This design comes from an exercise in tuning for small area on the open sky130 flow, not from production work.
RTL that was checked went through simulation tests only; none was proved equivalent to the original.
Power figures rest on the tool's default switching activity, not on a simulated workload. The clock port is modelled as an ideal driver; clocking choices that lean on that would not hold on a real chip.

// mas_prog_loader
module mas_prog_loader #(
  parameter int unsigned       DATA_W   = 16,
  parameter int unsigned       ADDR_W   = 8,
  parameter logic [3:0]        END_OP   = 4'hF,
  parameter logic [DATA_W-1:0] NOP_WORD = '0
) (
  input  logic              clk,
  input  logic              rstz,
  input  logic              pg,
  input  logic              pg_valid,
  input  logic [DATA_W-1:0] pg_instr,
  output logic              pg_ready,
  input  logic              fetch_en,
  input  logic [ADDR_W-1:0] fetch_addr,
  output logic [DATA_W-1:0] fetch_instr,
  output logic              fetch_valid,
  output logic [ADDR_W:0]   prog_len,
  output logic              prog_done,
  output logic              prog_err
);
Size: ~7600 cells after synthesis, about 4100 flip-flops, roughly 58 I/O pins, about 140000 µm² of cells after synthesis.
export LEC_CHECK = 0
export CAP_MARGIN = 20
export CORE_MARGIN = 2
export CORE_UTILIZATION = 35
export CTS_BUF_LIST = sky130_fd_sc_hd__clkbuf_16
export CTS_CLUSTER_DIAMETER = 80
export CTS_CLUSTER_SIZE = 30
export GPL_TIMING_DRIVEN = 0
export PLACE_DENSITY = 0.45
export SLEW_MARGIN = 20
export SYNTH_HIERARCHICAL = 1
create_clock -name core_clock -period 7.0 [get_ports {clk}]
run.sh (not shown) runs the stock make flow with config.mk's settings and CLKGATE_MAP_FILE= SYNTH_SCRIPT=/design/flow/synth_recipe.tcl, a recipe that flattens the netlist after the stock synthesis.
The baseline finished with timing, DRC and antenna clean.
Next try:
--- a/flow/config.mk
+++ b/flow/config.mk
@@ -10 +10 @@
-export CORE_UTILIZATION = 35
+export CORE_UTILIZATION = 55
@@ -14,2 +14 @@
-export GPL_TIMING_DRIVEN = 0
-export PLACE_DENSITY = 0.45
+export PLACE_DENSITY = 0.65
=>
- die area goes down by well over a third
- first-iteration DRC count is higher by well over a third
- sequential cell count stays the same
- routed wire length came out lower by a few percent
- clock power came out lower by a little under a tenth
Next try:
--- a/flow/config.mk
+++ b/flow/config.mk
@@ -10 +10 @@
-export CORE_UTILIZATION = 55
+export CORE_UTILIZATION = 70
@@ -14 +14,2 @@
-export PLACE_DENSITY = 0.65
+export GPL_TIMING_DRIVEN = 0
+export PLACE_DENSITY = 0.8
=> This time the run finished with setup timing left; final area fell by 1.5%; register-to-register slack loses 0.36 ns; core utilization rose by 15 points; combinational power hardly moves; synthesized cell count does not change; worst hold slack loses 0.10 ns; worst setup slack loses 0.84 ns; via count fell by 0.87%.
No run of this note included a check of the RTL's function; only the layout flow was run.


Another version of the RTL of mas_prog_loader (not shown whole).
Size: about 4,100 flip-flops, about 58 I/O pins.
Settings: LEC_CHECK=0, CAP_MARGIN=20, CORE_MARGIN=2, CORE_UTILIZATION=70, CTS_BUF_LIST=sky130_fd_sc_hd__clkbuf_16, CTS_CLUSTER_DIAMETER=60, CTS_CLUSTER_SIZE=24, GPL_TIMING_DRIVEN=0, PLACE_DENSITY=0.8, SLEW_MARGIN=20, SYNTH_HIERARCHICAL=1; clock period 7.0 ns.
standard.sh (not shown) runs the stock make flow with config.mk's settings and CLKGATE_MAP_FILE= SYNTH_SCRIPT=/design/flow/synth_recipe.tcl, a recipe that flattens the netlist after the stock synthesis.
==> flow/flow/run.sh <==
#!/bin/bash
# Standard layout, with clock tree synthesis told not to add dummy loads.
set -e
export CTS_ARGS="-sink_clustering_enable -repair_clock_nets -dont_use_dummy_load -buf_list sky130_fd_sc_hd__clkbuf_16 -sink_clustering_size 24 -sink_clustering_max_diameter 60"
bash standard.sh > standard.log 2>&1
Then changed:
==> flow/flow/run.sh (replaced) <==
#!/bin/bash
# Standard layout, with clock tree synthesis told not to add dummy loads.
set -e
export CTS_ARGS="-sink_clustering_enable -repair_clock_nets -dont_use_dummy_load -buf_list sky130_fd_sc_hd__clkbuf_16 -sink_clustering_size 30 -sink_clustering_max_diameter 80"
bash standard.sh > standard.log 2>&1
- CAP_MARGIN: 20 -> 5
- CTS_CLUSTER_DIAMETER: 60 -> 80
- CTS_CLUSTER_SIZE: 24 -> 30
- SLEW_MARGIN: 20 -> 5
=>
- The changed run produced a layout that fails on max-capacitance violations, max-slew violations
- die area is unchanged
- clock power drops by about 10%
- total power fell by 3.4%
- synthesized area stays the same
- non-clock buffer count came out lower by 20
- fmax falls by about 1.8%
- via count decreases by about 1.4%
- cell area falls by 1.0%
- count of clock-buffer cells in the layout shrinks by 45
- worst hold slack is better by 0.15 ns
- routed wire length shrinks by about 2.5%
Then changed:
- CAP_MARGIN: 5 -> 20
- SLEW_MARGIN: 5 -> 20
The new run completed with no timing, DRC or antenna violations.
Via count increases by 0.36%.
Die area is unchanged.
Routed wire length increases by 0.66%.
Then changed:
- CAP_MARGIN: 20 -> 18
- SLEW_MARGIN: 20 -> 12
After rerunning:
- power barely changes
- critical path depth came out higher by 1
- clock-buffer cell count came out lower by 1
- register-to-register slack degrades by 0.25 ns
- maximum frequency came out lower by 4.2%
- sequential share of layout area came out higher by 0.10 points
- clock power stays flat
- first-iteration DRC count came out lower by about 0.8%
- die area is unchanged
- setup slack degrades by 0.27 ns


Setup of the previous run:
RTL: one of the versions met above, not the one the previous note started from.
Size: roughly 7600 cells after synthesis, about 4100 flip-flops, roughly 58 I/O pins.
export LEC_CHECK = 0
export CAP_MARGIN = 20
export CORE_MARGIN = 2
export CORE_UTILIZATION = 55
export CTS_BUF_LIST = sky130_fd_sc_hd__clkbuf_16
export CTS_CLUSTER_DIAMETER = 80
export CTS_CLUSTER_SIZE = 30
export PLACE_DENSITY = 0.65
export SLEW_MARGIN = 20
export SYNTH_HIERARCHICAL = 1
create_clock -name core_clock -period 7.0 [get_ports {clk}]
==> flow/flow/run.sh <==
#!/bin/bash
# Standard layout, with clock tree synthesis told not to add dummy loads.
set -e
export CTS_ARGS="-sink_clustering_enable -repair_clock_nets -dont_use_dummy_load -buf_list sky130_fd_sc_hd__clkbuf_16 -sink_clustering_size 30 -sink_clustering_max_diameter 80"
bash standard.sh > standard.log 2>&1
Every stage of the flow completed for the previous run, and the final layout passed the timing, design-rule and antenna checks.
Modified inputs, the current run compared to the previous run
==> flow/run.sh (new file) <==
#!/bin/bash
# synth_recipe.tcl (not shown) runs the flow's synth.tcl, then flattens the netlist and writes it again
# the make line also repeats each setting of config.mk as NAME=value (left out here)
make -C /OpenROAD-flow-scripts/flow DESIGN_CONFIG=/design/flow/config.mk WORK_HOME=/design/flow/orfs CLKGATE_MAP_FILE= SYNTH_SCRIPT=/design/flow/synth_recipe.tcl finish
==> flow/config.mk <==
export PLATFORM = sky130hd
export DESIGN_NAME = mas_prog_loader
export DESIGN_NICKNAME = mas_prog_loader
export VERILOG_FILES = /design/flow/design.v
export SDC_FILE = /design/flow/constraint.sdc
export NUM_CORES = 4
export LEC_CHECK = 0
export CAP_MARGIN = 5
export CORE_MARGIN = 2
export CORE_UTILIZATION = 35
export CTS_BUF_LIST = sky130_fd_sc_hd__clkbuf_16
export CTS_CLUSTER_DIAMETER = 80
export CTS_CLUSTER_SIZE = 30
export PLACE_DENSITY = 0.45
export SLEW_MARGIN = 5
export SYNTH_HIERARCHICAL = 1
removed: flow/flow/run.sh
removed: flow/standard.sh
Notes after the runs:
- The current run finished all stages; the layout is clean.
- Summary of the comparison: area added between synthesis and finish is higher in the current run, relative to the previous run.
- Between the current run and the previous run, the via count is lower for the current run.
- Clock tree cell share of total cell area for the current run: 1.0 points up relative to the previous run
- Overall power after layout was higher in the run labelled the current run.
- When the current run is set beside the previous run, its global-route track usage on met2 turns out to be 11 points smaller.
Function was not checked in any run of this note: the RTL went through the layout flow alone.

[static timing again, ports no longer ideal]
How much do the figures lean on ideal ports? The routed layouts below were timed once more, with nothing changed but the port constraints. Step 1: set_driving_cell puts a clkbuf_16 on clk and a buf_2 on each other input, an assumption about the parent block. Step 2 moves the port delays by t, midway between the first and last clock arrival at a register: inputs arrive t later, outputs are due t later. That takes back most of the time a late clock gives input paths. Slacks: no drivers / after step 1 / after step 2; pairs: no drivers / after step 1.
| run | t, ns | slack for setup (ns) | hold slack, ns | worst setup path after step 2 | worst register clock-pin slew, ns |
|---|---|---|---|---|---|
| the first run of note 1 | 1.032 | 0.624 / 0.708 / -0.324 | 0.253 / 0.175 / 0.575 | input to register | 0.12 / 0.12 |
| the second run of note 1 | 0.988 | 0.646 / 0.716 / -0.272 | 0.527 / 0.456 / 0.590 | input to register | 0.12 / 0.12 |
| the third run of note 1 | 0.954 | -0.194 / -0.129 / -1.082 | 0.425 / 0.368 / 0.564 | input to register | 0.12 / 0.12 |
| the first run of note 2 | 0.948 | 0.641 / 0.548 / -0.400 | 0.419 / 0.353 / 0.567 | input to register | 0.10 / 0.10 |
| the second run of note 2 | 0.939 | 0.521 / 0.450 / -0.488 | 0.567 / 0.553 / 0.567 | input to register | 0.11 / 0.11 |
| the third run of note 2 | 0.937 | 0.827 / 0.770 / -0.167 | 0.407 / 0.339 / 0.577 | input to register | 0.12 / 0.12 |
| the fourth run of note 2 | 0.937 | 0.560 / 0.451 / -0.486 | 0.291 / 0.236 / 0.576 | input to register | 0.11 / 0.11 |
| the previous run | 0.973 | 0.670 / 0.738 / -0.234 | 0.524 / 0.454 / 0.595 | input to register | 0.12 / 0.12 |
| the current run | 1.043 | 0.607 / 0.686 / -0.357 | 0.570 / 0.533 / 0.570 | input to register | 0.12 / 0.12 |
The setup slack of the fourth run of note 2, which loses most, moves by -0.109 ns with the drivers and by -1.046 ns with both steps.
